Source: an optimization exercise on an open RTL-to-GDS flow (aim: small area). Production flows keep margins and buffers that such runs may drop.
Where RTL was checked, it was by simulation tests only, not by an equivalence proof against the original.
For runs 2, 3 and 5, only the layout was checked, not whether the RTL still works.
Power figures rest on the tool's default switching activity, not on a simulated workload.

### config.mk
export PLATFORM = sky130hd
export DESIGN_NAME = cfi_log_queue
export DESIGN_NICKNAME = cfi_log_queue
export VERILOG_FILES = /design/flow/design.v
export SDC_FILE = /design/flow/constraint.sdc
export NUM_CORES = 4
export LEC_CHECK = 0
export CAP_MARGIN = 20
export CORE_MARGIN = 2
export CORE_UTILIZATION = 50
export SLEW_MARGIN = 20
### constraint.sdc
create_clock -name core_clock -period 6.0 [get_ports {clk_i}]
set_input_delay 1.2000 -clock core_clock [delete_from_list [all_inputs] [get_ports {clk_i}]]
set_output_delay 1.2000 -clock core_clock [all_outputs]
set_load 0.01 [all_outputs]
### design.v
package ariane_pkg;
  localparam int unsigned VLEN          = 64;
  localparam int unsigned CFI_LOG_DEPTH = 8;
  localparam int unsigned DROP_CNT_W    = 16;
  typedef struct packed {
    logic [31:0]     instr;
    logic [VLEN-1:0] addr_pc;
    logic [VLEN-1:0] addr_npc;
    logic [VLEN-1:0] addr_target;
  } cfi_log_t;
endpackage
module cfi_log_queue
#(
  parameter int unsigned NR_COMMIT_PORTS = 2,
  parameter int unsigned DEPTH           = ariane_pkg::CFI_LOG_DEPTH
) (
  input  logic                       clk_i,
  input  logic                       rst_i,
  input  logic [NR_COMMIT_PORTS*(32+3*ariane_pkg::VLEN)-1:0] log_i,
  input  logic [NR_COMMIT_PORTS-1:0] log_valid_i,
  output logic [(32+3*ariane_pkg::VLEN)-1:0] log_o,
  output logic                       log_valid_o,
  input  logic                       log_ready_i,
  output logic                       stall_o,
  output logic                       overflow_o,
  output logic [ariane_pkg::DROP_CNT_W-1:0] drop_cnt_o,
  input  logic                       clear_i
);
  localparam int unsigned LW  = 32 + 3*ariane_pkg::VLEN;
  localparam int unsigned PW  = $clog2(DEPTH);
  localparam int unsigned CW  = PW + 1;
  localparam int unsigned DW1 = ariane_pkg::DROP_CNT_W + 1;
  logic [PW-1:0]         rd_ptr_q, rd_ptr_d;
  logic [PW-1:0]         wr_ptr_q, wr_ptr_d;
  logic [CW-1:0]         count_q, count_d;
  logic [CW-1:0]         free, n_valid, n_push, n_drop, slot_sum;
  logic [NR_COMMIT_PORTS-1:0] accept;
  logic [PW-1:0]         slot [NR_COMMIT_PORTS];
  logic                  pop;
  logic [ariane_pkg::DROP_CNT_W-1:0] drop_cnt_q, drop_cnt_d, drop_base;
  logic [DW1-1:0]        drop_sum;
  logic                  overflow_q, overflow_d;
  logic [LW-1:0]         mem_q [DEPTH];
  always_comb begin
    free     = CW'(DEPTH) - count_q;
    n_valid  = '0;
    slot_sum = '0;
    accept   = '0;
    for (int i = 0; i < int'(NR_COMMIT_PORTS); i++) begin
      accept[i] = log_valid_i[i] && (n_valid < free);
      slot_sum  = {1'b0, wr_ptr_q} + n_valid;
      slot[i]   = slot_sum[PW-1:0];
      if (log_valid_i[i]) n_valid = n_valid + CW'(1);
    end
    n_push   = (n_valid < free) ? n_valid : free;
    n_drop   = n_valid - n_push;
    pop      = (count_q != '0) && log_ready_i;
    count_d  = count_q + n_push - CW'(pop);
    wr_ptr_d = wr_ptr_q + n_push[PW-1:0];
    rd_ptr_d = rd_ptr_q + PW'(pop);
    drop_base  = clear_i ? '0 : drop_cnt_q;
    drop_sum   = {1'b0, drop_base} + DW1'(n_drop);
    drop_cnt_d = drop_sum[DW1-1] ? '1 : drop_sum[ariane_pkg::DROP_CNT_W-1:0];
    overflow_d = (overflow_q && !clear_i) || (n_drop != '0);
  end
  always_ff @(posedge clk_i or posedge rst_i) begin
    if (rst_i) begin
      rd_ptr_q   <= '0;
      wr_ptr_q   <= '0;
      count_q    <= '0;
      drop_cnt_q <= '0;
      overflow_q <= 1'b0;
    end else begin
      rd_ptr_q   <= rd_ptr_d;
      wr_ptr_q   <= wr_ptr_d;
      count_q    <= count_d;
      drop_cnt_q <= drop_cnt_d;
      overflow_q <= overflow_d;
    end
  end
  always_ff @(posedge clk_i) begin
    for (int i = 0; i < int'(NR_COMMIT_PORTS); i++) begin
      if (accept[i]) mem_q[slot[i]] <= log_i[i*LW +: LW];
    end
  end
  assign log_valid_o = (count_q != '0);
  assign log_o       = mem_q[rd_ptr_q];
  assign stall_o     = free < CW'(NR_COMMIT_PORTS);
  assign overflow_o  = overflow_q;
  assign drop_cnt_o  = drop_cnt_q;
endmodule
### run.sh
#!/bin/bash
# synth_recipe.tcl (not shown) runs the flow's synth.tcl, then flattens the netlist and writes it again
# the make line also repeats each setting of config.mk as NAME=value (left out here)
make -C /OpenROAD-flow-scripts/flow DESIGN_CONFIG=/design/flow/config.mk WORK_HOME=/design/flow/orfs CLKGATE_MAP_FILE= SYNTH_SCRIPT=/design/flow/synth_recipe.tcl finish
==> key figures, run 1 <==
Global routing
  – Vias in the first global route: around 53000
  – GR Overflow Total: 0
  – Initial antenna violation count: 105
  – Tot GR Track Use: between 20 and 30%
  – Largest net degree at the start of global routing: 117
  – First-pass GRT wire length: 372000 µm

Critical path
  – Critical Path Start: rd_ptr_q[0]$_DFF_PP0_
  – CP Launch Type: flip-flop
  – CP Capture Type: output port
  – Worst setup path end: log_o[111]
  – Worst path slowest cell: dfrtp_4
  – Worst r2r dst: drop_cnt_q[8]$_DFF_PP0_
  – R2R cell count: 15
  – Slowest Stage Delay on Critical Path: 970 ps
  – CP top delay family: buffers and inverters
  – Critical Path, Cell by Cell: buf_4 -> mux4_2 -> mux2_2 -> clkdlybuf4s50_1
  – Kind of critical path: flip-flop to output port
  – Required @ worst endpoint: 4800 ps
  – Worst Path Buf+Inv: 2
  – Reg-to-Reg Start: count_q[0]$_DFF_PP0_
  – Maximum fanout along the worst path: 28
  – Critical path arrival: 3900 ps
  – Worst reg2reg setup slack: 1110 ps
  – Cell count along the critical path: 4

Routing
  – Post-Route WL: roughly 260000 µm
  – Drt via density: between 6 and 7
  – Initial DRC Count: approximately 3600
  – Post-DR wirelength/cell: between 30 and 40 µm
  – Total number of vias: just under 50000
  – First-pass DRT Iterations: 5
  – DRT antenna net count: 0
  – Drt drc: 0

Floorplan
  – # IOs: 697
  – Width of the die: 430 µm
  – Placement Rows: around 160
  – Initial core utilization: between 50% and 60%
  – Die Area: 185000 µm²
  – Core area: 180000 µm²
  – Die Y-Extent: about 430 µm

Pwr
  – Clk network pwr share: 20.6%
  – Sw Pwr: 18.5 mW
  – Internal cell power: between 30 and 40 mW
  – Switching share of power: 33.4%
  – Maximum vdd drop: between 700 and 800 µV
  – Power density cells: about 520 nW/µm²
  – Logic pwr share: ~43%
  – Leak: 35.0 nW
  – Flop pwr share: a little over a third

CTS
  – H-tree Lvls: 4
  – Sink Count: ~1800
  – Clock latency at the later pin of the worst-skew pair: ~830 ps
  – Cts bufs inserted: 198
  – Post-CTS Hold Fix Bufs: 0
  – CTS tree: done
  – CTS clock-pin slew for the worst setup and hold paths: roughly 60 ps
  – Post-CTS Setup Bufs: 0
  – Clock Tree Buf Depth: 3
  – Resized cells post-CTS: 0
  – Clock Root Buffer: clkbuf_16

Logic synthesis
  – Seq/Total Area, Yosys: between 60% and 70%
  – Flops & latches, synth: around 1800
  – Most area-consuming cells after synthesis: edfxtp_1 (59%), mux2_2 (24%), mux4_2 (11%), buf_2 (0.91%), dfrtp_1 (0.75%)
  – Synth Instances: 4798
  – Post-synth cell types: between 40 and 50
  – Async set-reset flop share out of synthesis: under 10%
  – Synth Flop Type: edfxtp_1
  – Most frequent cell after synthesis: mux2_2
  – Commonest cells in the netlist: mux2_2 (1956), edfxtp_1 (1792), mux4_2 (448)
  – Area leader, netlist: edfxtp_1
  – Post-synth EDFFs: 1792
  – Synth warnings: 2
  – Syn avg cell area: 18.9 µm²
  – Yosys top cell area share: 59.4%
  – Area of the mapped netlist: about 91000 µm²
  – Synthesized net count: ~5300

Final layout
  – Fillers: between 10000 and 15000
  – Final Util: 58.9%
  – Fin nets: 5938
  – Synthesis-to-finish area growth: 17.3%
  – Layout cell share with drive strength beyond 1: roughly 49%

Timing
  – Worst slew margin: about 29%
  – Worst Tran Pin Value: between 1000 and 1500 ps
  – Final Hold Fails: 0
  – Unrepaired setup endpoints after global routing: false
  – Fin Setup TNS: 0 ps
  – Final setup fails: 0
  – Final worst-path cycle share: a little over four fifths
  – Final Critical Period: 5100 ps
  – Highest Clock Rate: between 0.15 and 0.2 GHz
  – Worst Skew: around 15 ps
  – Max Slew Vio Count: 0

Place
  – Hpwl dp: ~140000 µm
  – Final Wtd Congestion: 0.786
  – Input/output buffers: 696

Worst hold path
  – Worst hold start: count_q[0]$_DFF_PP0_
  – Hold Path Class: flip-flop to flip-flop

Status
  – Status: complete, no violations

Flow run
  – Max-cap viol count: 0
how the worst min path moves through the flow:
stage / to / slack, ps / cells past startpoint
6_report: count_q[0]$_DFF_PP0_ / 600 / 1
5_1_grt: count_q[0]$_DFF_PP0_ / 630 / 1
4_1_cts: drop_cnt_q[9]$_DFF_PP0_ / 600 / 1
3_5_place_dp: drop_cnt_q[9]$_DFF_PP0_ / 590 / 1
3_3_place_gp: drop_cnt_q[9]$_DFF_PP0_ / 590 / 1
2_1_floorplan: rd_ptr_q[1]$_DFF_PP0_ / 480 / 1
power groups by stage:
stage          clock [mW]  combinational [mW]  sequential, mW
2_1_floorplan           0                14.3            20.8
3_3_place_gp            0                24.0            20.4
3_5_place_dp            0                24.0            20.5
4_1_cts              11.7                24.1            20.3
5_1_grt              12.1                25.0            20.6
6_report             11.4                23.7            20.2
kinds of logic (layout without fill, tap and decap cells):
group           count (synthesis)  count (layout)  synth area share, %
flops                        1819            1819                 60.2
other cells                     0              50                    0
compound gates                 47              47                0.475
fa+ha+maj                      25              25                0.379
buf+inv                       354            1169                 2.17
mux                          2468            2468                 36.3
xor+xnor                       10              10               0.0967
simple gates                   75              75                0.457
flip-flops by register name (all words and copies together), names as in the netlist:
signal	cells
count_q	4
drop_cnt_q	16
mem_q	1792
overflow_q	1
rd_ptr_q	3
wr_ptr_q	3
layer usage:
| metal | share of wire, % | wire length, µm | vias up | GRT usage, % |
|---|---|---|---|---|
| met1 | 40 | 102000 | 26027 | 35.1 |
| met2 | 50 | 128000 | 1323 | 46.0 |
| met3 | 5.3 | 13700 | 504 | 5.26 |
| met4 | 4.6 | 11700 | 58 | 13.5 |
| li1 | - | - | 21206 | - |
| met5 | 0.15 | 372 | - | 0 |
per-stage QoR:
stage / hold WS (ps) / setup WS [ps] / power (mW) / instance area [µm²] / instances
2_1_floorplan: 477 / -1710 / 35.2 / 90700 / 4798
3_3_place_gp: 585 / 572 / 44.4 / 100000 / 7629
3_5_place_dp: 593 / 550 / 44.6 / 100000 / 7629
4_1_cts: 601 / 738 / 56.1 / 106000 / 7983
5_1_grt: 631 / 707 / 57.7 / 106000 / 8029
6_report: 598 / 902 / 55.4 / 106000 / 8033
cell usage in the layout (no fill, tap or decap), types with 8 or more instances in the layout:
| cell type | count |
|---|---|
| ha_1 | 20 |
| clkbuf_1 | 54 |
| mux2_1 | 60 |
| buf_12 | 58 |
| clkbuf_16 | 204 |
| o31ai_4 | 12 |
| clkinv_1 | 51 |
| inv_1 | 26 |
| clkdlybuf4s50_1 | 696 |
| nand3_1 | 11 |
| mux4_2 | 448 |
| dfrtp_1 | 24 |
| nand2b_1 | 8 |
| edfxtp_1 | 1792 |
| nor3_1 | 12 |
| buf_4 | 34 |
| nand2_1 | 9 |
| diode_2 | 50 |
| clkinv_2 | 27 |
| mux2_2 | 1956 |
area by class of cell:
type                       instances  area (µm²)  share of cell area, %
sequential                      1819       54500                   51.3
multi-input combinational       2625       34300                   32.2
timing repair buffer             788        8380                   7.89
clock buffer                     259        5320                   5.01
tap                             2370        2970                   2.79
clock inverter                    95         602                  0.566
antenna                           50         125                  0.118
inverter                          27         101                 0.0954
==> inputs of run 2 (changes only) <==
==> design.v (replaced) <==
package ariane_pkg;
  localparam int unsigned VLEN          = 64;
  localparam int unsigned CFI_LOG_DEPTH = 8;
  localparam int unsigned DROP_CNT_W    = 16;
  typedef struct packed {
    logic [31:0]     instr;
    logic [VLEN-1:0] addr_pc;
    logic [VLEN-1:0] addr_npc;
    logic [VLEN-1:0] addr_target;
  } cfi_log_t;
endpackage
module cfi_log_queue
#(
  parameter int unsigned NR_COMMIT_PORTS = 2,
  parameter int unsigned DEPTH           = ariane_pkg::CFI_LOG_DEPTH
) (
  input  logic                       clk_i,
  input  logic                       rst_i,
  input  logic [NR_COMMIT_PORTS*(32+3*ariane_pkg::VLEN)-1:0] log_i,
  input  logic [NR_COMMIT_PORTS-1:0] log_valid_i,
  output logic [(32+3*ariane_pkg::VLEN)-1:0] log_o,
  output logic                       log_valid_o,
  input  logic                       log_ready_i,
  output logic                       stall_o,
  output logic                       overflow_o,
  output logic [ariane_pkg::DROP_CNT_W-1:0] drop_cnt_o,
  input  logic                       clear_i
);
  localparam int unsigned LW = 32 + 3*ariane_pkg::VLEN;
  localparam int unsigned DW = ariane_pkg::DROP_CNT_W;
  logic [2:0]    rd_ptr_q, wr_ptr_q, wr_ptr_p1;
  logic [3:0]    count_q;
  logic          full, seven;
  logic          acc0, acc1, first, second, pop;
  logic [1:0]    n_drop;
  logic [7:0]    we, rd_sel;
  logic [LW-1:0] d_even, d_odd;
  logic [DW-1:0] drop_cnt_q, drop_base;
  logic [DW:0]   drop_sum;
  logic          overflow_q;
  logic [LW-1:0] mem_q [8];
  assign full   = count_q[3];
  assign seven  = (count_q == 4'd7);
  assign acc0   = log_valid_i[0] && !full;
  assign acc1   = log_valid_i[1] && !full && !(seven && log_valid_i[0]);
  assign first  = acc0 || acc1;
  assign second = acc0 && acc1;
  assign n_drop = {1'b0, log_valid_i[0] && !acc0} + {1'b0, log_valid_i[1] && !acc1};
  assign pop    = (count_q != 4'd0) && log_ready_i;
  assign wr_ptr_p1 = wr_ptr_q + 3'd1;
  always_comb begin
    for (int k = 0; k < 8; k++) begin
      we[k]     = (first && wr_ptr_q == 3'(k)) || (second && wr_ptr_p1 == 3'(k));
      rd_sel[k] = (rd_ptr_q == 3'(k));
    end
  end
  assign d_even = (!wr_ptr_q[0] && log_valid_i[0]) ? log_i[0 +: LW] : log_i[LW +: LW];
  assign d_odd  = ( wr_ptr_q[0] && log_valid_i[0]) ? log_i[0 +: LW] : log_i[LW +: LW];
  assign drop_base = clear_i ? '0 : drop_cnt_q;
  assign drop_sum  = {1'b0, drop_base} + (DW+1)'(n_drop);
  always_ff @(posedge clk_i or posedge rst_i) begin
    if (rst_i) begin
      rd_ptr_q   <= '0;
      wr_ptr_q   <= '0;
      count_q    <= '0;
      drop_cnt_q <= '0;
      overflow_q <= 1'b0;
    end else begin
      rd_ptr_q   <= rd_ptr_q + 3'(pop);
      wr_ptr_q   <= wr_ptr_q + {1'b0, second, first ^ second};
      count_q    <= count_q + {2'b0, second, first ^ second} - 4'(pop);
      drop_cnt_q <= drop_sum[DW] ? '1 : drop_sum[DW-1:0];
      overflow_q <= (overflow_q && !clear_i) || (n_drop != 2'd0);
    end
  end
  always_ff @(posedge clk_i) begin
    for (int k = 0; k < 8; k += 2) begin
      if (we[k])   mem_q[k]   <= d_even;
      if (we[k+1]) mem_q[k+1] <= d_odd;
    end
  end
  for (genvar b = 0; b < LW; b++) begin : g_rd
    cfi_log_queue_rd_bit u_rd (
      .sel_i (rd_sel),
      .d_i   ({mem_q[7][b], mem_q[6][b], mem_q[5][b], mem_q[4][b],
               mem_q[3][b], mem_q[2][b], mem_q[1][b], mem_q[0][b]}),
      .q_o   (log_o[b])
    );
  end
  assign log_valid_o = (count_q != 4'd0);
  assign stall_o     = count_q[3] || seven;
  assign overflow_o  = overflow_q;
  assign drop_cnt_o  = drop_cnt_q;
endmodule
module cfi_log_queue_rd_bit (
  input  logic [7:0] sel_i,
  input  logic [7:0] d_i,
  output logic       q_o
);
  assign q_o = |(sel_i & d_i);
endmodule
--- a/config.mk
+++ b/config.mk
@@ -11 +11,3 @@
 export SLEW_MARGIN = 20
+export SYNTH_HIERARCHICAL = 1
+export SYNTH_MINIMUM_KEEP_SIZE = 0
==> key figures, run 2 <==
Timing
  – Worst slew margin: a little under a quarter
  – Final worst-path cycle share: 84.3%
  – Final Hold Fails: 0
  – Final Critical Period: 5060 ps
  – Highest Clock Rate: ~0.20 GHz
  – Final WS setup: between 900 and 1000 ps
  – Fin Setup TNS: 0 ps
  – Final setup fails: 0
  – Worst Skew: ~19 ps
  – Worst Tran Pin Value: between 1000 and 1500 ps
  – Unrepaired setup endpoints after global routing: false
  – Max Slew Vio Count: 0

Global routing
  – Largest net degree at the start of global routing: around 150
  – GR Overflow Total: 0
  – First-pass GRT wire length: around 280000 µm
  – Tot GR Track Use: 26.9%
  – Initial antenna violation count: 25
  – Vias in the first global route: about 40000

Status
  – Status: complete, no violations

CTS
  – Clock Tree Buf Depth: 3
  – Post-CTS Hold Fix Bufs: 0
  – Clock latency at the later pin of the worst-skew pair: roughly 810 ps
  – CTS clock-pin slew for the worst setup and hold paths: 60 ps
  – Clock Root Buffer: clkbuf_16
  – CTS tree: done
  – H-tree Lvls: 4
  – Post-CTS Setup Bufs: 0
  – Resized cells post-CTS: 0
  – Sink Count: about 1800
  – Cts bufs inserted: 180

Floorplan
  – # IOs: around 700
  – Placement Rows: ~140
  – Die Y-Extent: roughly 380 µm
  – Die Area: ~140000 µm²
  – Core area: 137000 µm²
  – Initial core utilization: 50.3%
  – Width of the die: around 380 µm

Routing
  – DRT antenna net count: 0
  – Post-Route WL: around 190000 µm
  – First-pass DRT Iterations: 5
  – Initial DRC Count: 3561
  – Drt via density: approximately 6.2
  – Total number of vias: 40010
  – Post-DR wirelength/cell: 29.7 µm
  – Drt drc: 0

Place
  – DP Cell Count: just over 6000
  – Final Wtd Congestion: ~0.80
  – Input/output buffers: slightly below 700
  – Hpwl dp: roughly 110000 µm
  – Setup WS pre-CTS: about 1500 ps

Critical path
  – R2R cell count: 8
  – Worst r2r dst: mem_q[4][210]$_DFFE_PP_
  – CP Capture Type: output port
  – CP Launch Type: flip-flop
  – Critical path arrival: between 3000 and 4000 ps
  – Required @ worst endpoint: roughly 4800 ps
  – Reg-to-Reg Start: count_q[3]$_DFF_PP0_
  – Worst Path Buf+Inv: 2
  – Worst reg2reg setup slack: about 2700 ps
  – Maximum fanout along the worst path: 45
  – Kind of critical path: flip-flop to output port
  – Worst path slowest cell: and3b_4
  – Critical Path Start: rd_ptr_q[0]$_DFF_PP0_
  – Slowest Stage Delay on Critical Path: 920 ps
  – CP top delay family: buffers and inverters
  – Critical Path, Cell by Cell: and3b_4 -> buf_4 -> a22oi_1 -> nand4_1 -> clkdlybuf4s50_1

Pwr
  – Maximum vdd drop: about 600 µV
  – Power density cells: between 500 and 600 nW/µm²
  – Leak: around 27 nW

Logic synthesis
  – Compound-gate portion of the synthesized area: ~10%
  – Flops & latches, synth: 1819
  – Async set-reset flop share out of synthesis: under 10%
  – Post-synth EDFFs: 1792
  – Post-synthesis mux area share: 7.32%
  – Adder-cell share of the synthesized area: less than 1%
  – Yosys top cell area share: between 70 and 80%
  – Area of the mapped netlist: 69100 µm²
  – Synth Area in Simple Gates: under 10%
  – Synthesized net count: around 4100
  – Area leader, netlist: edfxtp_1
  – Most area-consuming cells after synthesis: edfxtp_1 (78%), a22oi_1 (9.7%), mux2_2 (7.1%), nand4_1 (2.1%), dfrtp_1 (0.98%)
  – Synth Instances: 3608
  – Seq/Total Area, Yosys: 78.9%
  – Syn avg cell area: roughly 19 µm²
  – Synth Flop Type: edfxtp_1
  – Most frequent cell after synthesis: edfxtp_1
  – Synth Area in XOR/XNOR: less than 1%
  – Post-synth cell types: 45
  – Synth warnings: 8
  – Main combinational cell family by area after synthesis: compound AO/OA/AOI/OAI gates
  – Commonest cells in the netlist: edfxtp_1 (1792), a22oi_1 (896), mux2_2 (436)

Worst hold path
  – Worst hold start: overflow_q$_DFF_PP0_
  – Hold worst-path end: overflow_q$_DFF_PP0_
  – Hold Path Class: flip-flop to flip-flop
  – Hold-critical path depth: 2

Final layout
  – Most frequent cells in the layout: edfxtp_1 (1792), a22oi_1 (896), clkdlybuf4s50_1 (696), mux2_2 (436), nand4_1 (229)
  – Fin nets: 4995
  – Fin cells: between 6000 and 7000
  – Max reg flops: 1792
  – Synthesis-to-finish area growth: 23.0%
  – Layout cell share with drive strength beyond 1: 17.0%
  – Final Util: between 60 and 70%
  – Fillers: 10031
  – Most common cell after layout, fill and taps aside: edfxtp_1

Flow run
  – Max-cap viol count: 0
[run 2: per-layer routing]
layer,track usage [%],routed length [µm]
met2,42.2,91200
met3,6.72,15800
met5,0,80
met1,37.0,80300
met4,8.61,5130
[run 2: kinds of logic after synthesis]
group,after synthesis
AO/OA/AOI/OAI,918
XOR/XNOR,12
adder cells (fa/ha/maj),21
buffers and inverters,82
flip-flops,1819
multiplexers,449
AND/OR/NAND/NOR,307
[run 2: worst max-delay path by stage]
stage	end	cells after the start
finish	log_o[73]	5
floorplan	mem_q[0][0]$_DFFE_PP_	4
detailed placement	mem_q[4][205]$_DFFE_PP_	7
global route	log_o[176]	5
global placement	mem_q[4][210]$_DFFE_PP_	7
CTS	log_o[73]	5
[run 2: through the flow]
stage / hold slack, ps / instance area, µm² / power, mW
2_1_floorplan: 524 / 69200 / 25.6
3_3_place_gp: 513 / 79600 / 33.2
3_5_place_dp: 519 / 79600 / 33.3
4_1_cts: 528 / 85000 / 43.7
5_1_grt: 575 / 85000 / 45.1
6_report: 527 / 85000 / 43.4
[run 2: worst register-to-register path, cell delays in order, from the launching register on]
cell and delay (ps):
dfrtp_1 340, inv_1 100, ha_1 210, nand4_1 100, nand3_2 120, ha_4 220
or3_1 460, o21ai_4 710, buf_12 540
[run 2: area by class of cell]
cell class | instances | area [µm²] | share of cell area [%]
well taps | 1794 | 2240 | 2.64
inverters | 27 | 101 | 0.119
clock inverters | 98 | 639 | 0.752
repair buffers | 785 | 8290 | 9.75
clock buffers | 231 | 4780 | 5.62
multi-input cells | 1707 | 14400 | 17.0
diodes | 14 | 35.0 | 0.0412
flip-flops and latches | 1819 | 54500 | 64.1
[run 2: where the power goes]
| group | total [mW] | switching (mW) | leakage (nW) | internal [mW] |
|---|---|---|---|---|
| Clock | 10.5 | 4.64 | 2.65 | 5.83 |
| Sequential | 17.8 | 0.563 | 16.6 | 17.2 |
| Combinational | 15.2 | 9.21 | 7.67 | 5.95 |
[run 2: per-module statistics from Yosys (local to each module, per instance)]
module,times used,flops+latches
cfi_log_queue,1,1819
cfi_log_queue_rd_bit,224,0
==> inputs of run 3 (changes only) <==
--- a/config.mk
+++ b/config.mk
@@ -10,2 +10,4 @@
 export CORE_UTILIZATION = 50
+export CTS_BUF_LIST = sky130_fd_sc_hd__clkbuf_4
+export CTS_CLUSTER_SIZE = 30
 export SLEW_MARGIN = 20
==> key figures, run 3 <==
Status
  – Status: complete, no violations

Logic synthesis
  – Synth Flop Type: edfxtp_1
  – Area of the mapped netlist: 69100 µm²
  – Post-synth EDFFs: between 1500 and 2000
  – Most area-consuming cells after synthesis: edfxtp_1 (78%), a22oi_1 (9.7%), mux2_2 (7.1%), nand4_1 (2.1%), dfrtp_1 (0.98%)
  – Seq/Total Area, Yosys: 78.9%
  – Commonest cells in the netlist: edfxtp_1 (1792), a22oi_1 (896), mux2_2 (436)
  – Flops & latches, synth: about 1800
  – Synth warnings: 8
  – Async set-reset flop share out of synthesis: 1.48%
  – Syn avg cell area: about 19 µm²
  – Post-synth cell types: 45
  – Area leader, netlist: edfxtp_1
  – Yosys top cell area share: between 70% and 80%
  – Most frequent cell after synthesis: edfxtp_1
  – Synth Instances: between 3000 and 4000
  – Synthesized net count: 4083

Timing
  – Final WS setup: a little under 500 ps
  – Final Critical Period: approximately 5500 ps
  – Final worst-path cycle share: 91.9%
  – Highest Clock Rate: 0.181 GHz
  – Worst Tran Pin Value: 1180 ps
  – Worst Skew: between 90 and 100 ps
  – Final Hold Fails: 0
  – Unrepaired setup endpoints after global routing: false
  – Worst slew margin: between 20% and 30%
  – Max Slew Vio Count: 0
  – Final setup fails: 0

Routing
  – DRT antenna net count: 0
  – Drt via density: just over 6
  – Post-DR wirelength/cell: ~28 µm
  – Met2 WL post-DR: 92600 µm
  – M1 WL: around 80000 µm
  – Initial DRC Count: roughly 3600
  – Post-Route WL: between 150000 and 200000 µm
  – Top sig layer: met5
  – Met3 wire length: 16100 µm
  – First-pass DRT Iterations: 5
  – Drt drc: 0
  – Total number of vias: around 42000

Pwr
  – Clk network pwr share: a little under a quarter
  – Switching share of power: between 30% and 40%
  – Internal cell power: roughly 28 mW
  – Flop pwr share: 41.6%
  – Power density cells: between 500 and 600 nW/µm²
  – Maximum vdd drop: 593 µV
  – Logic pwr share: a little over a third
  – Sw Pwr: between 10 and 15 mW
  – Leak: 27.6 nW

Critical path
  – Kind of critical path: flip-flop to output port
  – Worst Path Buf+Inv: 2
  – Slowest Stage Delay on Critical Path: 920 ps
  – Critical Path, Cell by Cell: and3b_4 -> buf_4 -> a22oi_1 -> nand4_1 -> clkdlybuf4s50_1
  – CP Capture Type: output port
  – Maximum fanout along the worst path: 45
  – CP Launch Type: flip-flop
  – Critical path arrival: around 4300 ps
  – Critical Path Start: rd_ptr_q[0]$_DFF_PP0_
  – Required @ worst endpoint: 4800 ps
  – Worst path slowest cell: and3b_4
  – Reg-to-Reg Start: count_q[3]$_DFF_PP0_
  – CP top delay family: buffers and inverters

CTS
  – CTS tree: done
  – Cts bufs inserted: around 460
  – Clock Root Buffer: clkbuf_4
  – Sink Count: about 1800
  – CTS clock-pin slew for the worst setup and hold paths: 60 ps
  – H-tree Lvls: 5
  – Clock latency at the later pin of the worst-skew pair: ~1300 ps
  – Post-CTS Setup Bufs: 0
  – Clock Tree Buf Depth: 4
  – Post-CTS Hold Fix Bufs: 0
  – Resized cells post-CTS: 0

Worst hold path
  – Hold Path Class: input port to asynchronous set/reset pin

Final layout
  – Fillers: 10305
  – Most common cell after layout, fill and taps aside: edfxtp_1
  – Layout cell share with drive strength beyond 1: about a quarter
  – Fin cells: ~7000
  – Synthesis-to-finish area growth: 23.1%
  – Fin nets: about 5300
  – Max reg flops: approximately 1800
  – Most frequent cells in the layout: edfxtp_1 (1792), a22oi_1 (896), clkdlybuf4s50_1 (696), clkbuf_4 (685), mux2_2 (436)

Floorplan
  – Initial core utilization: about 50%
  – # IOs: approximately 700
  – Placement Rows: between 100 and 150
  – Width of the die: between 300 and 400 µm
  – Core area: 137000 µm²
  – Die Area: around 140000 µm²
  – Die Y-Extent: between 300 and 400 µm

Flow run
  – Max-cap viol count: 0

Global routing
  – First-pass GRT wire length: about 280000 µm
  – GR Overflow Total: 0
  – Largest net degree at the start of global routing: 149
  – Vias in the first global route: 42749
  – Initial antenna violation count: 28
  – Tot GR Track Use: between 20 and 30%

Place
  – Hpwl dp: about 110000 µm
  – Input/output buffers: 696
  – Setup WS pre-CTS: roughly 1500 ps
  – Final Wtd Congestion: ~0.80
  – DP Cell Count: around 6100
-- run 3: cell counts after synthesis --
No cell type changed its count.
-- run 3: worst paths after layout --
kind	endpoint	slack, ps	depth (start not counted)
max	log_o[73]	490	5
min	drop_cnt_q[10]$_DFF_PP0_	280	3
max reg2reg	mem_q[4][169]$_DFFE_PP_	2600	8
min reg2reg	overflow_q$_DFF_PP0_	520	2
max in group asynchronous	rd_ptr_q[2]$_DFF_PP0_	5340	3
min in group core_clock	overflow_q$_DFF_PP0_	520	2
-- run 3: kinds of logic after synthesis --
group | Yosys count | synth area share, %
mux | 449 | 7.32
flops | 1819 | 78.9
fa+ha+maj | 21 | 0.413
simple gates | 307 | 2.77
compound gates | 918 | 9.94
buf+inv | 82 | 0.558
xor+xnor | 12 | 0.152
-- run 3: power groups by stage --
stage / sequential (mW) / clock [mW] / combinational [mW]
after global routing: 17.9 / 10.7 / 16.1
after CTS: 17.8 / 10.0 / 15.3
after global placement: 17.9 / 0 / 15.2
final: 17.8 / 9.77 / 15.2
after detailed placement: 18.0 / 0 / 15.2
after floorplan: 18.4 / 0 / 7.17
-- run 3: metrics by stage --
stage / hold WS (ps) / TNS (ps) / util [%] / instance area (µm²) / power [mW]
2_1_floorplan: 524 / -4196180 / - / 69200 / 25.6
3_3_place_gp: 513 / 0 / 57.9 / 79600 / 33.2
3_5_place_dp: 519 / 0 / 57.9 / 79600 / 33.3
4_1_cts: 136 / 0 / 61.9 / 85000 / 43.1
5_1_grt: 202 / 0 / 62.0 / 85100 / 44.7
6_report: 282 / 0 / 62.0 / 85100 / 42.7
-- run 3: worst min-delay path, stage by stage --
cell and delay, ps:
clkdlybuf4s50_1 390, inv_1 50, buf_4 380
-- run 3: modules after synthesis (local to each module, per instance) --
module / cells inside / area [µm²]
cfi_log_queue: 2488 / 61000
cfi_log_queue_rd_bit: 5 / 36.3
-- run 3: cell type report --
type	instances	area (µm²)	share of cell area, %
tap	1794	2240	2.64
multi-input combinational	1707	14400	17.0
sequential	1819	54500	64.0
timing repair buffer	785	8290	9.75
inverter	27	101	0.119
antenna	24	60.1	0.0706
clock buffer	685	5140	6.04
clock inverter	77	308	0.362
-- run 3: metal layers --
layer  global-route usage, %  vias up
li1                        -    18308
met5                       0        -
met1                    36.4    21400
met2                    42.6     1828
met3                    7.29      310
met4                    10.5       14
==> inputs of run 4 (changes only) <==
--- a/design.v
+++ b/design.v
@@ -81,9 +81,5 @@
   end
-  for (genvar b = 0; b < LW; b++) begin : g_rd
-    cfi_log_queue_rd_bit u_rd (
-      .sel_i (rd_sel),
-      .d_i   ({mem_q[7][b], mem_q[6][b], mem_q[5][b], mem_q[4][b],
-               mem_q[3][b], mem_q[2][b], mem_q[1][b], mem_q[0][b]}),
-      .q_o   (log_o[b])
-    );
+  always_comb begin
+    log_o = '0;
+    for (int k = 0; k < 8; k++) log_o = log_o | ({LW{rd_sel[k]}} & mem_q[k]);
   end
@@ -94,8 +90 @@
 endmodule
-module cfi_log_queue_rd_bit (
-  input  logic [7:0] sel_i,
-  input  logic [7:0] d_i,
-  output logic       q_o
-);
-  assign q_o = |(sel_i & d_i);
-endmodule
--- a/config.mk
+++ b/config.mk
@@ -10,6 +10,2 @@
 export CORE_UTILIZATION = 50
-export CTS_BUF_LIST = sky130_fd_sc_hd__clkbuf_4
-export CTS_CLUSTER_SIZE = 30
 export SLEW_MARGIN = 20
-export SYNTH_HIERARCHICAL = 1
-export SYNTH_MINIMUM_KEEP_SIZE = 0
==> key figures, run 4 <==
Final layout
  – Layout cell share with drive strength beyond 1: 22.5%
  – Most common cell after layout, fill and taps aside: edfxtp_1
  – Design area: a little under 90000 µm²
  – Fin nets: roughly 5200
  – Max reg flops: between 1500 and 2000
  – Most frequent cells in the layout: edfxtp_1 (1792), clkdlybuf4s50_1 (696), mux2_2 (619), a22oi_1 (293), a221oi_1 (248)
  – Synthesis-to-finish area growth: 21.2%

Worst hold path
  – Worst hold start: overflow_q$_DFF_PP0_
  – Hold-critical path depth: 2
  – Hold Path Class: flip-flop to flip-flop

Pwr
  – Switching share of power: roughly 34%
  – Clk network pwr share: between 20% and 30%
  – Sw Pwr: 16.0 mW
  – Maximum vdd drop: about 380 µV
  – Leak: about 29 nW
  – Flop pwr share: approximately two fifths
  – Power density cells: 526 nW/µm²
  – Logic pwr share: a little under two fifths
  – Internal cell power: 30.7 mW

CTS
  – Clock latency at the later pin of the worst-skew pair: a little over 800 ps
  – Resized cells post-CTS: 0
  – H-tree Lvls: 4
  – Post-CTS Hold Fix Bufs: 0
  – Cts bufs inserted: around 190
  – CTS tree: done
  – Clock Tree Buf Depth: 3
  – CTS clock-pin slew for the worst setup and hold paths: around 60 ps
  – Post-CTS Setup Bufs: 0
  – Sink Count: ~1800
  – Clock Root Buffer: clkbuf_16

Logic synthesis
  – Async set-reset flop share out of synthesis: approximately 1.5%
  – Seq/Total Area, Yosys: between 70% and 80%
  – Post-synth EDFFs: about 1800
  – Synth warnings: 2
  – Post-synthesis mux area share: ~12%
  – Synth Area in XOR/XNOR: less than 1%
  – Commonest cells in the netlist: edfxtp_1 (1792), mux2_2 (619), a22oi_1 (293)
  – Syn avg cell area: between 15 and 20 µm²
  – Synth Area in Simple Gates: around 1.9%
  – Synthesized net count: about 4500
  – Adder-cell share of the synthesized area: less than 1%
  – Most frequent cell after synthesis: edfxtp_1
  – Main combinational cell family by area after synthesis: multiplexers
  – Post-synth cell types: 54
  – Area leader, netlist: edfxtp_1
  – Yosys top cell area share: between 70% and 80%
  – Synth Instances: 3993
  – Synth Flop Type: edfxtp_1
  – Flops & latches, synth: around 1800
  – Most area-consuming cells after synthesis: edfxtp_1 (73%), mux2_2 (9.5%), a22oi_1 (3.0%), a221oi_1 (3.0%), mux4_2 (2.1%)
  – Area of the mapped netlist: 73200 µm²
  – Compound-gate portion of the synthesized area: between 8 and 9%

Global routing
  – Initial antenna violation count: 33
  – Vias in the first global route: about 43000
  – GR Overflow Total: 0
  – Tot GR Track Use: between 20% and 30%
  – First-pass GRT wire length: around 300000 µm
  – Largest net degree at the start of global routing: approximately 130

Floorplan
  – Initial core utilization: around half
  – # IOs: 697
  – Placement Rows: between 100 and 150
  – Width of the die: between 300 and 400 µm
  – Die Area: between 100000 and 150000 µm²
  – Die Y-Extent: between 300 and 400 µm
  – Core area: ~150000 µm²

Timing
  – Final Critical Period: 5570 ps
  – Final worst-path cycle share: slightly above 90%
  – Worst Skew: between 20 and 25 ps
  – Highest Clock Rate: between 0.15 and 0.2 GHz
  – Fin Setup TNS: 0 ps
  – Unrepaired setup endpoints after global routing: false
  – Worst slew margin: between 30% and 40%
  – Final WS setup: roughly 430 ps
  – Worst Tran Pin Value: approximately 1000 ps
  – Final Hold Fails: 0
  – Max Slew Vio Count: 0
  – Final setup fails: 0

Flow run
  – Max-cap viol count: 0

Place
  – Final Wtd Congestion: 0.788
  – Placed instance area: approximately 83000 µm²
  – Hpwl dp: 123000 µm
  – Setup WS pre-CTS: between 1000 and 1500 ps
  – Input/output buffers: 696

Routing
  – Drt drc: 0
  – Post-DR wirelength/cell: 31.2 µm
  – Total number of vias: 42488
  – Drt via density: ~6.3
  – First-pass DRT Iterations: 8
  – Initial DRC Count: about 3700
  – DRT antenna net count: 0
  – Post-Route WL: ~210000 µm

Status
  – Status: complete, no violations

Critical path
  – Kind of critical path: flip-flop to output port
  – CP Launch Type: flip-flop
  – Maximum fanout along the worst path: 35
  – Critical Path Start: rd_ptr_q[2]$_DFF_PP0_
  – R2R cell count: 13
  – Critical Path, Cell by Cell: inv_2 -> nor2_1 -> buf_4 -> a221oi_1 -> o211ai_1 -> clkdlybuf4s50_1
  – Required @ worst endpoint: between 4000 and 5000 ps
  – Slowest Stage Delay on Critical Path: 860 ps
  – Critical path arrival: about 4400 ps
  – Reg-to-Reg Start: count_q[3]$_DFF_PP0_
  – CP top delay family: buffers and inverters
  – Cell count along the critical path: 6
  – Worst path slowest cell: dfrtp_4
  – Worst Path Buf+Inv: 3
  – CP Capture Type: output port
-- run 4: final timing paths --
check | end | slack [ps]
max | log_o[27] | 430
min in group asynchronous | drop_cnt_q[14]$_DFF_PP0_ | 770
min reg2reg | overflow_q$_DFF_PP0_ | 510
max in group asynchronous | rd_ptr_q[0]$_DFF_PP0_ | 4890
min | overflow_q$_DFF_PP0_ | 510
max reg2reg | drop_cnt_q[8]$_DFF_PP0_ | 2490
-- run 4: tightest hold or removal path, cell delays in order, from the launching register on --
cell and delay, ps:
dfrtp_1 370, inv_1 50, o21ai_0 60
-- run 4: power groups by stage --
stage / clock (mW) / sequential [mW] / combinational (mW)
global placement: 0 / 18.0 / 17.8
detailed placement: 0 / 18.1 / 17.9
floorplan: 0 / 18.3 / 9.30
global route: 11.7 / 18.0 / 18.8
CTS: 11.2 / 17.8 / 17.9
finish: 11.1 / 17.8 / 17.8
-- run 4: kinds of logic (layout without fill, tap and decap cells) --
kind of cell / after synthesis / in the layout
other: 0 / 13
AND/OR/NAND/NOR: 287 / 287
flip-flops: 1819 / 1819
multiplexers: 743 / 743
AO/OA/AOI/OAI: 804 / 804
XOR/XNOR: 10 / 10
buffers and inverters: 309 / 1171
adder cells (fa/ha/maj): 21 / 21
-- run 4: per-layer routing --
layer / global-route usage, % / part of all wire, %
met5: 0 / 0.053
met4: 6.89 / 2.0
met3: 5.61 / 7.9
met2: 45.6 / 49
met1: 38.8 / 42
-- run 4: area by class of cell --
type | count | area, µm²
sequential | 1819 | 54500
clock buffer | 247 | 5020
tap | 1917 | 2400
inverter | 31 | 129
fill | 10781 | 56800
clock inverter | 96 | 763
antenna | 13 | 32.5
multi-input combinational | 1865 | 17600
timing repair buffer | 797 | 8350
-- run 4: stage by stage --
stage	hold slack (ps)	power (mW)	util, %	instances
after detailed placement	515	36.0	57.0	6429
after global placement	512	35.8	57.0	6429
final	515	46.7	61.0	6785
after CTS	525	47.0	61.0	6772
after global routing	575	48.5	61.0	6781
after floorplan	473	27.6	-	3993
==> inputs of run 5 (changes only) <==
--- a/design.v
+++ b/design.v
@@ -81,5 +81,9 @@
   end
-  always_comb begin
-    log_o = '0;
-    for (int k = 0; k < 8; k++) log_o = log_o | ({LW{rd_sel[k]}} & mem_q[k]);
+  for (genvar b = 0; b < LW; b++) begin : g_rd
+    cfi_log_queue_rd_bit u_rd (
+      .sel_i (rd_sel),
+      .d_i   ({mem_q[7][b], mem_q[6][b], mem_q[5][b], mem_q[4][b],
+               mem_q[3][b], mem_q[2][b], mem_q[1][b], mem_q[0][b]}),
+      .q_o   (log_o[b])
+    );
   end
@@ -90 +94,8 @@
 endmodule
+module cfi_log_queue_rd_bit (
+  input  logic [7:0] sel_i,
+  input  logic [7:0] d_i,
+  output logic       q_o
+);
+  assign q_o = |(sel_i & d_i);
+endmodule
==> flow/run.sh (new file) <==
#!/bin/bash
# Layout flow: the standard ORFS flow (standard.sh, unchanged synthesis), with
#  - port buffers made of the smallest buffer cell (buf_1) instead of clkdlybuf4s50_1,
#  - a clock tree whose leaf buffers are clkbuf_8 driving clusters of up to 24 flip-flops,
#    with clkbuf_16 for the root and the trunk, and no dummy loads,
#  - power (area) recovery on non-critical cells after global routing.
# make's full output goes to make.log here; each ORFS step's full log is in orfs/logs/.
set -euo pipefail
CTS="-sink_clustering_enable -repair_clock_nets -dont_use_dummy_load"
CTS="$CTS -sink_buffer_max_cap_derate 1.0"
CTS="$CTS -root_buf sky130_fd_sc_hd__clkbuf_16 -tree_buf sky130_fd_sc_hd__clkbuf_16"
CTS="$CTS -buf_list sky130_fd_sc_hd__clkbuf_8 -sink_clustering_buffer sky130_fd_sc_hd__clkbuf_8"
CTS="$CTS -sink_clustering_size 24 -sink_clustering_max_diameter 50"
bash standard.sh \
  "BUFFER_PORTS_ARGS=-buffer_cell sky130_fd_sc_hd__buf_1" \
  "CTS_ARGS=$CTS" \
  RECOVER_POWER=100 \
  finish > make.log 2>&1
==> standard.sh (new file) <==
#!/bin/bash
# synth_recipe.tcl (not shown) runs the flow's synth.tcl, then flattens the netlist and writes it again
# the make line also repeats each setting of config.mk as NAME=value (left out here)
make -C /OpenROAD-flow-scripts/flow DESIGN_CONFIG=/design/flow/config.mk WORK_HOME=/design/flow/orfs CLKGATE_MAP_FILE= SYNTH_SCRIPT=/design/flow/synth_recipe.tcl "${@:-finish}"
--- a/config.mk
+++ b/config.mk
@@ -11 +11,3 @@
 export SLEW_MARGIN = 20
+export SYNTH_HIERARCHICAL = 1
+export SYNTH_MINIMUM_KEEP_SIZE = 0
removed: run.sh
==> key figures, run 5 <==
Floorplan
  – Width of the die: 376 µm
  – Die Area: about 140000 µm²
  – # IOs: ~700
  – Placement Rows: about 140
  – Initial core utilization: about half
  – Die Y-Extent: ~380 µm
  – Core area: 137000 µm²

Timing
  – Max Slew Vio Count: roughly 1700
  – Worst hold margin: 526 ps
  – Final setup fails: 0
  – Final Critical Period: ~5200 ps
  – Final Hold Fails: 0
  – Final worst-path cycle share: roughly 87%
  – Highest Clock Rate: about 0.19 GHz
  – Worst Skew: 73.2 ps
  – Unrepaired setup endpoints after global routing: false
  – Worst Tran Pin Value: 3650 ps
  – Final WS setup: 780 ps
  – Worst slew margin: -144%

Final layout
  – Fin nets: a little under 5000
  – Most common cell after layout, fill and taps aside: edfxtp_1
  – Most frequent cells in the layout: edfxtp_1 (1792), a22oi_1 (896), buf_1 (671), mux2_1 (449), nand4_1 (229)
  – Max reg flops: 1792
  – Layout cell share with drive strength beyond 1: about 5%
  – Area of the multi-input gates: roughly 14000 µm²
  – Fillers: 10868
  – Final Util: a little under three fifths
  – Design area: approximately 77000 µm²
  – Synthesis-to-finish area growth: 11.1%
  – Storage cell area: approximately 54000 µm²

CTS
  – CTS clock-pin slew for the worst setup and hold paths: 60 ps
  – H-tree Lvls: 4
  – Clock latency at the later pin of the worst-skew pair: between 700 and 800 ps
  – CTS tree: done
  – Clock Tree Buf Depth: 3
  – Post-CTS Setup Bufs: 0
  – Post-CTS Hold Fix Bufs: 0
  – Clock Root Buffer: clkbuf_16
  – Resized cells post-CTS: 0
  – Sink Count: 1819
  – Cts bufs inserted: between 150 and 200

Logic synthesis
  – Post-synth cell types: between 40 and 50
  – Most area-consuming cells after synthesis: edfxtp_1 (78%), a22oi_1 (9.7%), mux2_2 (7.1%), nand4_1 (2.1%), dfrtp_1 (0.98%)
  – Synthesized net count: 4083
  – Area of the mapped netlist: slightly below 70000 µm²
  – Synth Flop Type: edfxtp_1
  – Most frequent cell after synthesis: edfxtp_1
  – Area leader, netlist: edfxtp_1
  – Async set-reset flop share out of synthesis: 1.48%
  – Synth warnings: 8
  – Synth Instances: between 3000 and 4000
  – Flops & latches, synth: roughly 1800
  – Yosys top cell area share: about 78%
  – Commonest cells in the netlist: edfxtp_1 (1792), a22oi_1 (896), mux2_2 (436)
  – Seq/Total Area, Yosys: approximately four fifths
  – Syn avg cell area: around 19 µm²
  – Post-synth EDFFs: around 1800

Flow run
  – Max-cap viol count: 32

Routing
  – Post-Route WL: ~190000 µm
  – Post-DR wirelength/cell: between 20 and 30 µm
  – DRT antenna net count: 0
  – Initial DRC Count: around 3300
  – First-pass DRT Iterations: 5
  – Drt drc: 0
  – Total number of vias: 39504
  – Drt via density: ~6.3

Global routing
  – Vias in the first global route: a little under 40000
  – Largest net degree at the start of global routing: 130
  – Tot GR Track Use: 25.9%
  – GR Overflow Total: 0
  – Initial antenna violation count: 60
  – First-pass GRT wire length: between 200000 and 300000 µm

Place
  – Setup WS pre-CTS: 1980 ps
  – Input/output buffers: 696
  – Final Wtd Congestion: around 0.75
  – Hpwl dp: roughly 100000 µm
  – Placed instance area: 74900 µm²

Critical path
  – Kind of critical path: input port to flip-flop
  – CP Capture Type: flip-flop
  – Critical path arrival: 5420 ps
  – CP Launch Type: input port
  – Required @ worst endpoint: a little over 6000 ps
  – Maximum fanout along the worst path: between 100 and 150

Pwr
  – Power density cells: around 470 nW/µm²
  – Leak: about 23 nW
  – Final total power: about 36 mW
  – Maximum vdd drop: approximately 500 µV

Worst hold path
  – Hold Path Class: flip-flop to flip-flop

Status
  – Status: complete, but fails checks
  – Failed Checks: capacitance limit, slew limit
run 5: layer usage:
layer | up-vias | GRT usage (%) | part of all wire (%)
met5 | - | 0 | 0.29
met4 | 88 | 7.92 | 2.7
met3 | 328 | 6.33 | 8.4
met2 | 1555 | 41.8 | 48
met1 | 20405 | 34.8 | 41
li1 | 17128 | - | -
run 5: path summary, 6_finish.rpt:
| kind | start | to | slack [ps] | cells after the start |
|---|---|---|---|---|
| max | log_valid_i[0] | mem_q[6][181]$_DFFE_PP_ | 780 | 7 |
| min | overflow_q$_DFF_PP0_ | overflow_q$_DFF_PP0_ | 530 | 2 |
| max reg2reg | wr_ptr_q[0]$_DFF_PP0_ | mem_q[3][151]$_DFFE_PP_ | 780 | 5 |
| min reg2reg | overflow_q$_DFF_PP0_ | overflow_q$_DFF_PP0_ | 530 | 2 |
| max in group asynchronous | rst_i | rd_ptr_q[2]$_DFF_PP0_ | 3890 | 3 |
| min in group asynchronous | rst_i | drop_cnt_q[2]$_DFF_PP0_ | 1030 | 3 |
run 5: kinds of logic (layout without fill, tap and decap cells):
| group | count (synthesis) | count (layout) | synth area share [%] |
|---|---|---|---|
| multiplexers | 449 | 449 | 7.32 |
| buffers and inverters | 82 | 946 | 0.558 |
| AND/OR/NAND/NOR | 307 | 307 | 2.77 |
| other | 0 | 15 | 0 |
| adder cells (fa/ha/maj) | 21 | 21 | 0.413 |
| AO/OA/AOI/OAI | 918 | 918 | 9.94 |
| XOR/XNOR | 12 | 12 | 0.152 |
| flip-flops | 1819 | 1819 | 78.9 |
run 5: worst max-delay path, stage by stage:
cell and delay (ps):
clkbuf_1 130, nand4_1 120, nand3_1 110, ha_1 300, or3_1 420, o21ai_0 380
buf_2 2600
run 5: power by group:
| group | internal (mW) | switching [mW] |
|---|---|---|
| Clock | 2.57 | 3.74 |
| Combinational | 3.31 | 8.92 |
| Sequential | 17.3 | 0.543 |
run 5: final cells by class:
type | count | area share (%)
Antenna cell | 15 | 0.0489
Clock buffer | 155 | 3.03
Inverter | 27 | 0.132
Multi-Input combinational cell | 1707 | 18.6
Sequential cell | 1819 | 71.0
Tap cell | 1794 | 2.92
Timing Repair Buffer | 764 | 4.34
run 5: stage by stage:
stage / TNS, ps / instances
3_3_place_gp: 0 / 6111
3_5_place_dp: 0 / 6111
6_report: 0 / 6281
2_1_floorplan: -4196180 / 3608
5_1_grt: 0 / 6278
4_1_cts: 0 / 6266
run 5: Yosys stat by module (local to each module, per instance):
module / area [µm²] / flops+latches
cfi_log_queue: 61000 / 1819
cfi_log_queue_rd_bit: 36.3 / 0
==> inputs of run 6 (changes only) <==
--- a/design.v
+++ b/design.v
@@ -35,3 +35,3 @@
   logic [1:0]    n_drop;
-  logic [7:0]    we, rd_sel;
+  logic [7:0]    we, rd_sel;   
   logic [LW-1:0] d_even, d_odd;
@@ -53,7 +53,7 @@
       we[k]     = (first && wr_ptr_q == 3'(k)) || (second && wr_ptr_p1 == 3'(k));
-      rd_sel[k] = (rd_ptr_q == 3'(k));
+      rd_sel[k] = (rd_ptr_q != 3'(k));
     end
   end
-  assign d_even = (!wr_ptr_q[0] && log_valid_i[0]) ? log_i[0 +: LW] : log_i[LW +: LW];
-  assign d_odd  = ( wr_ptr_q[0] && log_valid_i[0]) ? log_i[0 +: LW] : log_i[LW +: LW];
+  assign d_even = ~((!wr_ptr_q[0] && log_valid_i[0]) ? log_i[0 +: LW] : log_i[LW +: LW]);
+  assign d_odd  = ~(( wr_ptr_q[0] && log_valid_i[0]) ? log_i[0 +: LW] : log_i[LW +: LW]);
   assign drop_base = clear_i ? '0 : drop_cnt_q;
@@ -99,3 +99,14 @@
 );
-  assign q_o = |(sel_i & d_i);
+  logic [3:0] p;
+  for (genvar g = 0; g < 4; g++) begin : g_pair
+    cfi_log_queue_oai22 u_p (.a_i(sel_i[2*g +: 2]), .b_i(d_i[2*g +: 2]), .y_o(p[g]));
+  end
+  assign q_o = |p;
 endmodule
+module cfi_log_queue_oai22 (
+  input  logic [1:0] a_i,
+  input  logic [1:0] b_i,
+  output logic       y_o
+);
+  assign y_o = ~&(a_i | b_i);
+endmodule
==> flow/run.sh (replaced) <==
#!/bin/bash
# Layout flow: the standard ORFS flow (standard.sh, unchanged synthesis), with
#  - port buffers made of the smallest buffer cell (buf_1) instead of clkdlybuf4s50_1,
#  - a clock tree whose leaf buffers are clkbuf_8 driving clusters of up to 20 flip-flops,
#    with clkbuf_16 for the root and the trunk, and no dummy loads.
# make's full output goes to make.log here; each ORFS step's full log is in orfs/logs/.
set -euo pipefail
CTS="-sink_clustering_enable -repair_clock_nets -dont_use_dummy_load"
CTS="$CTS -sink_buffer_max_cap_derate 1.0"
CTS="$CTS -root_buf sky130_fd_sc_hd__clkbuf_16 -tree_buf sky130_fd_sc_hd__clkbuf_16"
CTS="$CTS -buf_list sky130_fd_sc_hd__clkbuf_8 -sink_clustering_buffer sky130_fd_sc_hd__clkbuf_8"
CTS="$CTS -sink_clustering_size 20 -sink_clustering_max_diameter 40"
bash standard.sh \
  "BUFFER_PORTS_ARGS=-buffer_cell sky130_fd_sc_hd__buf_1" \
  "CTS_ARGS=$CTS" \
  finish > make.log 2>&1
--- a/config.mk
+++ b/config.mk
@@ -7,6 +7,6 @@
 export LEC_CHECK = 0
-export CAP_MARGIN = 20
+export CAP_MARGIN = 5
 export CORE_MARGIN = 2
-export CORE_UTILIZATION = 50
-export SLEW_MARGIN = 20
+export CORE_UTILIZATION = 65
+export SLEW_MARGIN = 5
 export SYNTH_HIERARCHICAL = 1
==> key figures, run 6 <==
Final layout
  – Fillers: around 6500
  – Fin cells: between 5000 and 6000
  – Storage cell area: about 54000 µm²
  – Most frequent cells in the layout: edfxtp_1 (1792), o22ai_1 (896), buf_1 (696), mux2i_1 (449), or4_1 (224)
  – Synthesis-to-finish area growth: 12.2%
  – Area of the multi-input gates: 13000 µm²
  – Layout cell share with drive strength beyond 1: under 10%
  – Max reg flops: around 1800
  – Fin nets: ~5000
  – Most common cell after layout, fill and taps aside: edfxtp_1
  – Final Util: roughly 73%

Routing
  – Post-Route WL: approximately 190000 µm
  – Total number of vias: approximately 41000
  – Drt drc: 0
  – Initial DRC Count: just over 4000
  – DRT antenna net count: 0
  – First-pass DRT Iterations: 6
  – Drt via density: ~7
  – Post-DR wirelength/cell: roughly 31 µm

Floorplan
  – Core area: 103000 µm²
  – Placement Rows: around 120
  – # IOs: around 700
  – Die Y-Extent: approximately 330 µm
  – Die Area: 107000 µm²
  – Width of the die: 327 µm
  – Initial core utilization: 65.5%

Critical path
  – CP Capture Type: output port
  – CP Launch Type: flip-flop
  – Required @ worst endpoint: 4800 ps
  – Maximum fanout along the worst path: 63
  – Reg-to-Reg Start: count_q[3]$_DFF_PP0_
  – Critical path arrival: 3700 ps
  – Worst reg2reg setup slack: roughly 2500 ps
  – Kind of critical path: flip-flop to output port
  – Critical Path Start: rd_ptr_q[2]$_DFF_PP0_

Logic synthesis
  – Syn avg cell area: approximately 19 µm²
  – Post-synthesis mux area share: 6.64%
  – Synth Area in Simple Gates: roughly 3.2%
  – Compound-gate portion of the synthesized area: roughly 8.5%
  – Most frequent cell after synthesis: edfxtp_1
  – Async set-reset flop share out of synthesis: ~1.5%
  – Adder-cell share of the synthesized area: 0.421%
  – Synthesized net count: just over 4000
  – Area of the mapped netlist: 67700 µm²
  – Synth Area in XOR/XNOR: less than 1%
  – Area leader, netlist: edfxtp_1
  – Post-synth EDFFs: 1792
  – Synth warnings: 8
  – Seq/Total Area, Yosys: 80.5%
  – Yosys top cell area share: 79.5%
  – Synth Flop Type: edfxtp_1
  – Post-synth cell types: 43
  – Main combinational cell family by area after synthesis: compound AO/OA/AOI/OAI gates
  – Commonest cells in the netlist: edfxtp_1 (1792), o22ai_1 (896), mux2i_1 (449)
  – Flops & latches, synth: around 1800
  – Synth Instances: between 3000 and 4000
  – Most area-consuming cells after synthesis: edfxtp_1 (80%), o22ai_1 (8.3%), mux2i_1 (6.6%), or4_1 (2.5%), dfrtp_1 (1.0%)

Place
  – DP Cell Count: around 5700
  – Setup WS pre-CTS: around 1700 ps
  – Hpwl dp: between 100000 and 150000 µm
  – Input/output buffers: roughly 700
  – Final Wtd Congestion: 0.817

CTS
  – Clock Tree Buf Depth: 3
  – CTS tree: done
  – Post-CTS Hold Fix Bufs: 0
  – CTS clock-pin slew for the worst setup and hold paths: ~80 ps
  – H-tree Lvls: 4
  – Cts bufs inserted: around 180
  – Clock Root Buffer: clkbuf_16
  – Sink Count: between 1500 and 2000
  – Resized cells post-CTS: 0
  – Clock latency at the later pin of the worst-skew pair: approximately 750 ps
  – Post-CTS Setup Bufs: 0

Timing
  – Unrepaired setup endpoints after global routing: false
  – Final WS setup: roughly 1100 ps
  – Final Hold Fails: 0
  – Final Critical Period: about 4900 ps
  – Final worst-path cycle share: between 80% and 90%
  – Worst slew margin: a little under a fifth
  – Final setup fails: 0
  – Worst hold margin: about 510 ps
  – Worst Tran Pin Value: about 1200 ps
  – Highest Clock Rate: a little over 0.2 GHz
  – Worst Skew: about 51 ps
  – Max Slew Vio Count: 0

Global routing
  – Initial antenna violation count: slightly below 90
  – Most Used Layer, Global Route: met2
  – Vias in the first global route: slightly above 40000
  – Met2 track demand over resource: roughly 54%
  – First-pass GRT wire length: about 270000 µm
  – Met1 usage in global routing: approximately 45%
  – Tot GR Track Use: 34.3%
  – GR Overflow Total: 0
  – M3 GR Usage: under 10%
  – Largest net degree at the start of global routing: around 140

Pwr
  – Power density cells: roughly 490 nW/µm²
  – Leak: 24.9 nW
  – Maximum vdd drop: 408 µV

Flow run
  – Max-cap viol count: 0

Worst hold path
  – Hold Path Class: input port to asynchronous set/reset pin

Status
  – Status: complete, no violations
## run 6: changes by cell type after synthesis, sizes merged, moves of 223 or more
| cell | previous run | this run |
|---|---|---|
| a22oi | 896 | 0 |
| mux2 | 449 | 0 |
| mux2i | 0 | 449 |
| nand4 | 229 | 4 |
| o22ai | 0 | 896 |
| or4 | 1 | 224 |
## run 6: path summary, 6_finish.rpt
path                                             to  cells past startpoint
min                           wr_ptr_q[2]$_DFF_PP0_                      2
max in group asynchronous  drop_cnt_q[12]$_DFF_PP0_                      3
min reg2reg                    overflow_q$_DFF_PP0_                      2
max reg2reg                drop_cnt_q[13]$_DFF_PP0_                     13
max                                       log_o[14]                      6
min in group core_clock        overflow_q$_DFF_PP0_                      2
## run 6: critical path: stages, from the launching register on
cell and delay, ps:
dfrtp_1 570, nor2_1 140, nand2_4 850, buf_4 470, o22ai_1 120, or4_1 560
buf_1 220
## run 6: per-layer routing
layer	vias to the layer above	routed length, µm	part of all wire (%)
met5	-	518	0.28
met4	78	7560	4.1
met3	465	19900	11
met2	2286	90000	48
met1	20492	67800	36
li1	17312	-	-
## run 6: report_power, final
part | switching [mW] | internal (mW) | total [mW]
sequential | 0.583 | 17.2 | 17.8
combinational | 9.06 | 3.65 | 12.7
clock | 3.73 | 2.88 | 6.61
total | 13.4 | 23.7 | 37.1
## run 6: cell type report
| cell class | count | share of cell area, % |
|---|---|---|
| Sequential cell | 1819 | 71.7 |
| Multi-Input combinational cell | 1705 | 17.1 |
| Timing Repair Buffer | 785 | 5.11 |
| Clock buffer | 177 | 3.46 |
| Tap cell | 1380 | 2.27 |
| Antenna cell | 52 | 0.171 |
| Inverter | 27 | 0.133 |
## run 6: logic make-up (layout without fill, tap and decap cells)
kind of cell,after synthesis,in the layout
AND/OR/NAND/NOR,304,304
other,0,52
XOR/XNOR,13,13
AO/OA/AOI/OAI,918,918
buffers and inverters,83,989
flip-flops,1819,1819
adder cells (fa/ha/maj),21,21
multiplexers,449,449
## run 6: Yosys stat by module (local to each module, per instance)
module	cells	flip-flops and latches	area (µm²)
cfi_log_queue_rd_bit	1	0	7.51
cfi_log_queue_oai22	1	0	6.26
cfi_log_queue	2487	1819	60400
## run 6: through the flow
step                      TNS [ps]  total power, mW  instance area, µm²
after floorplan           -3658760             25.5               67800
after global placement           0             30.5               73200
after detailed placement         0             30.7               73200
after CTS                        0             37.1               75800
after global routing             0             38.3               75900
final                            0             37.1               75900
==> inputs of run 7 (changes only) <==
--- a/config.mk
+++ b/config.mk
@@ -7,6 +7,6 @@
 export LEC_CHECK = 0
-export CAP_MARGIN = 5
+export CAP_MARGIN = 20
 export CORE_MARGIN = 2
-export CORE_UTILIZATION = 65
-export SLEW_MARGIN = 5
+export CORE_UTILIZATION = 50
+export SLEW_MARGIN = 20
 export SYNTH_HIERARCHICAL = 1
==> key figures, run 7 <==
Routing
  – Drt via density: between 6 and 7
  – Total number of vias: 40140
  – First-pass DRT Iterations: 5
  – Initial DRC Count: around 3500
  – Post-DR wirelength/cell: 30.8 µm
  – DRT antenna net count: 0
  – Drt drc: 0
  – Post-Route WL: about 200000 µm

Critical path
  – CP Launch Type: flip-flop
  – Required @ worst endpoint: 4800 ps
  – Worst path slowest cell: or3_4
  – Critical Path Start: rd_ptr_q[2]$_DFF_PP0_
  – Critical path arrival: 3670 ps
  – Reg-to-Reg Start: count_q[3]$_DFF_PP0_
  – Maximum fanout along the worst path: 56
  – Slowest Stage Delay on Critical Path: roughly 960 ps
  – Critical Path, Cell by Cell: or3_4 -> buf_4 -> o22ai_1 -> or4_1 -> buf_1
  – Worst Path Buf+Inv: 2
  – CP top delay family: simple AND/OR/NAND/NOR gates
  – Kind of critical path: flip-flop to output port
  – CP Capture Type: output port

Flow run
  – Max-cap viol count: 0

Timing
  – Worst slew margin: ~17%
  – Final Critical Period: around 4900 ps
  – Unrepaired setup endpoints after global routing: false
  – Worst Skew: between 70 and 80 ps
  – Fin Setup TNS: 0 ps
  – Max Slew Vio Count: 0
  – Highest Clock Rate: slightly above 0.2 GHz
  – Final setup fails: 0
  – Worst hold margin: approximately 470 ps
  – Final Hold Fails: 0
  – Worst Tran Pin Value: roughly 1200 ps
  – Final worst-path cycle share: 81.2%
  – Final WS setup: around 1100 ps

Final layout
  – Final Util: 57.1%
  – Fin cells: between 6000 and 7000
  – Fin nets: 4993
  – Layout cell share with drive strength beyond 1: 6.51%
  – Most frequent cells in the layout: edfxtp_1 (1792), o22ai_1 (896), buf_1 (696), mux2i_1 (449), or4_1 (224)
  – Most common cell after layout, fill and taps aside: edfxtp_1
  – Max reg flops: 1792
  – Synthesis-to-finish area growth: 13.0%

Place
  – Final Wtd Congestion: 0.822
  – Hpwl dp: slightly above 100000 µm
  – Setup WS pre-CTS: ~1700 ps
  – Input/output buffers: between 600 and 700
  – DP Cell Count: 6081

Global routing
  – Vias in the first global route: 40957
  – Initial antenna violation count: 71
  – GR Overflow Total: 0
  – Tot GR Track Use: roughly 28%
  – First-pass GRT wire length: between 200000 and 300000 µm
  – Largest net degree at the start of global routing: 126

Logic synthesis
  – Yosys top cell area share: between 70% and 80%
  – Area leader, netlist: edfxtp_1
  – Synth warnings: 8
  – Flops & latches, synth: around 1800
  – Async set-reset flop share out of synthesis: under 10%
  – Synth Instances: between 3000 and 4000
  – Commonest cells in the netlist: edfxtp_1 (1792), o22ai_1 (896), mux2i_1 (449)
  – Post-synth cell types: 43
  – Most area-consuming cells after synthesis: edfxtp_1 (80%), o22ai_1 (8.3%), mux2i_1 (6.6%), or4_1 (2.5%), dfrtp_1 (1.0%)
  – Post-synth EDFFs: 1792
  – Most frequent cell after synthesis: edfxtp_1
  – Syn avg cell area: 18.8 µm²
  – Synthesized net count: approximately 4100
  – Seq/Total Area, Yosys: 80.5%
  – Synth Flop Type: edfxtp_1
  – Area of the mapped netlist: between 60000 and 70000 µm²

Pwr
  – Power density cells: about 490 nW/µm²
  – Maximum vdd drop: approximately 500 µV
  – Leak: between 20 and 25 nW

Status
  – Status: complete, no violations

CTS
  – Post-CTS Hold Fix Bufs: 0
  – Sink Count: about 1800
  – Clock Root Buffer: clkbuf_16
  – Post-CTS Setup Bufs: 0
  – Cts bufs inserted: between 200 and 250
  – Clock Tree Buf Depth: 3
  – CTS clock-pin slew for the worst setup and hold paths: 80 ps
  – Resized cells post-CTS: 0
  – CTS tree: done
  – H-tree Lvls: 4
  – Clock latency at the later pin of the worst-skew pair: 800 ps

Worst hold path
  – Hold Path Class: input port to asynchronous set/reset pin

Floorplan
  – Placement Rows: around 130
  – # IOs: ~700
  – Initial core utilization: 50.5%
  – Core area: between 100000 and 150000 µm²
  – Width of the die: 372 µm
  – Die Y-Extent: 372 µm
  – Die Area: ~140000 µm²
run 7: worst paths after layout:
check                                               end  slack, ps  cells after the start
min in group core_clock            overflow_q$_DFF_PP0_        570                      2
worst min register to register     overflow_q$_DFF_PP0_        570                      2
worst min-delay path            drop_cnt_q[8]$_DFF_PP0_        470                      3
max in group asynchronous          count_q[0]$_DFF_PP0_       5190                      3
worst max register to register  drop_cnt_q[4]$_DFF_PP0_       2510                     13
worst max-delay path                          log_o[29]       1130                      5
run 7: report_power, final:
part	switching (mW)	total, mW	leakage, nW	internal [mW]
registers	0.572	17.8	16.6	17.2
logic	9.11	12.7	6.82	3.58
clock network	3.93	7.17	1.55	3.25
total	13.6	37.7	25.0	24.1
run 7: final cells by class:
type / count / area, µm²
diodes: 25 / 62.6
clock buffers: 203 / 2990
fillers: 10379 / 57500
inverters: 27 / 101
multi-input cells: 1705 / 13000
flip-flops and latches: 1819 / 54500
well taps: 1768 / 2210
repair buffers: 762 / 3650
run 7: routing by layer:
layer	global-route usage, %	vias up	part of all wire [%]
met5	0	-	0.27
met4	8.55	84	2.6
met3	8.58	382	9.4
met2	44.8	1694	48
met1	35.7	20688	39
li1	-	17292	-
run 7: worst min-delay path: cells and delay by family:
family                 cells  cell delay, ps
buffers and inverters      3             460
run 7: modules after synthesis (local to each module, per instance):
| module | cells | cell area [µm²] | copies in the design |
|---|---|---|---|
| cfi_log_queue | 2487 | 60400 | 1 |
| cfi_log_queue_rd_bit | 1 | 7.51 | 224 |
| cfi_log_queue_oai22 | 1 | 6.26 | 896 |
run 7: per-stage QoR:
step	area, µm²	total power [mW]
6_report	76500	37.7
5_1_grt	76500	39.2
4_1_cts	76400	37.8
3_5_place_dp	73400	30.8
3_3_place_gp	73400	30.7
2_1_floorplan	67800	25.5
run 7: cell families (layout without fill, tap and decap cells):
family / count (synthesis) / count (layout) / share of synthesized area (%)
other: 0 / 25 / 0
AO/OA/AOI/OAI: 918 / 918 / 8.50
multiplexers: 449 / 449 / 6.64
AND/OR/NAND/NOR: 304 / 304 / 3.20
adder cells (fa/ha/maj): 21 / 21 / 0.422
buffers and inverters: 83 / 992 / 0.564
flip-flops: 1819 / 1819 / 80.5
XOR/XNOR: 13 / 13 / 0.168

-- port drivers added, routing unchanged --
In the flow no input, the clock included, has a driving cell. The finished layouts below were timed again as built, in two steps. Step 1 (the two cells are an assumption about what drives the block):
set clk [get_ports {clk_i}]
set_driving_cell -lib_cell sky130_fd_sc_hd__clkbuf_16 $clk
set_driving_cell -lib_cell sky130_fd_sc_hd__buf_2 [delete_from_list [all_inputs] $clk]
Step 2 adds t to the input delays and takes it off the output delays; t is the mean of the earliest and latest rising clock arrival at the registers after step 1. Input paths then give back, and output paths get back, about the clock's delay inside the block. Slacks: ideal / step 1 / step 2; pairs: ideal / step 1.
run	t, ns	slack for setup (ns)	cell pins on the clock port's net
run 1	0.915	0.902 / 0.814 / 0.473	1
run 2	0.877	0.943 / 0.863 / 1.474	1
run 3	1.340	0.488 / 0.412 / 1.413	1
run 4	0.877	0.433 / 0.356 / 1.233	1
run 5	0.796	0.780 / 0.785 / 0.035	1
run 6	0.800	1.098 / 1.021 / 1.743	1
run 7	0.827	1.126 / 1.047 / 1.725	1
The setup slack of run 5, which loses most, moves by +0.005 ns with the drivers and by -0.745 ns with both steps.
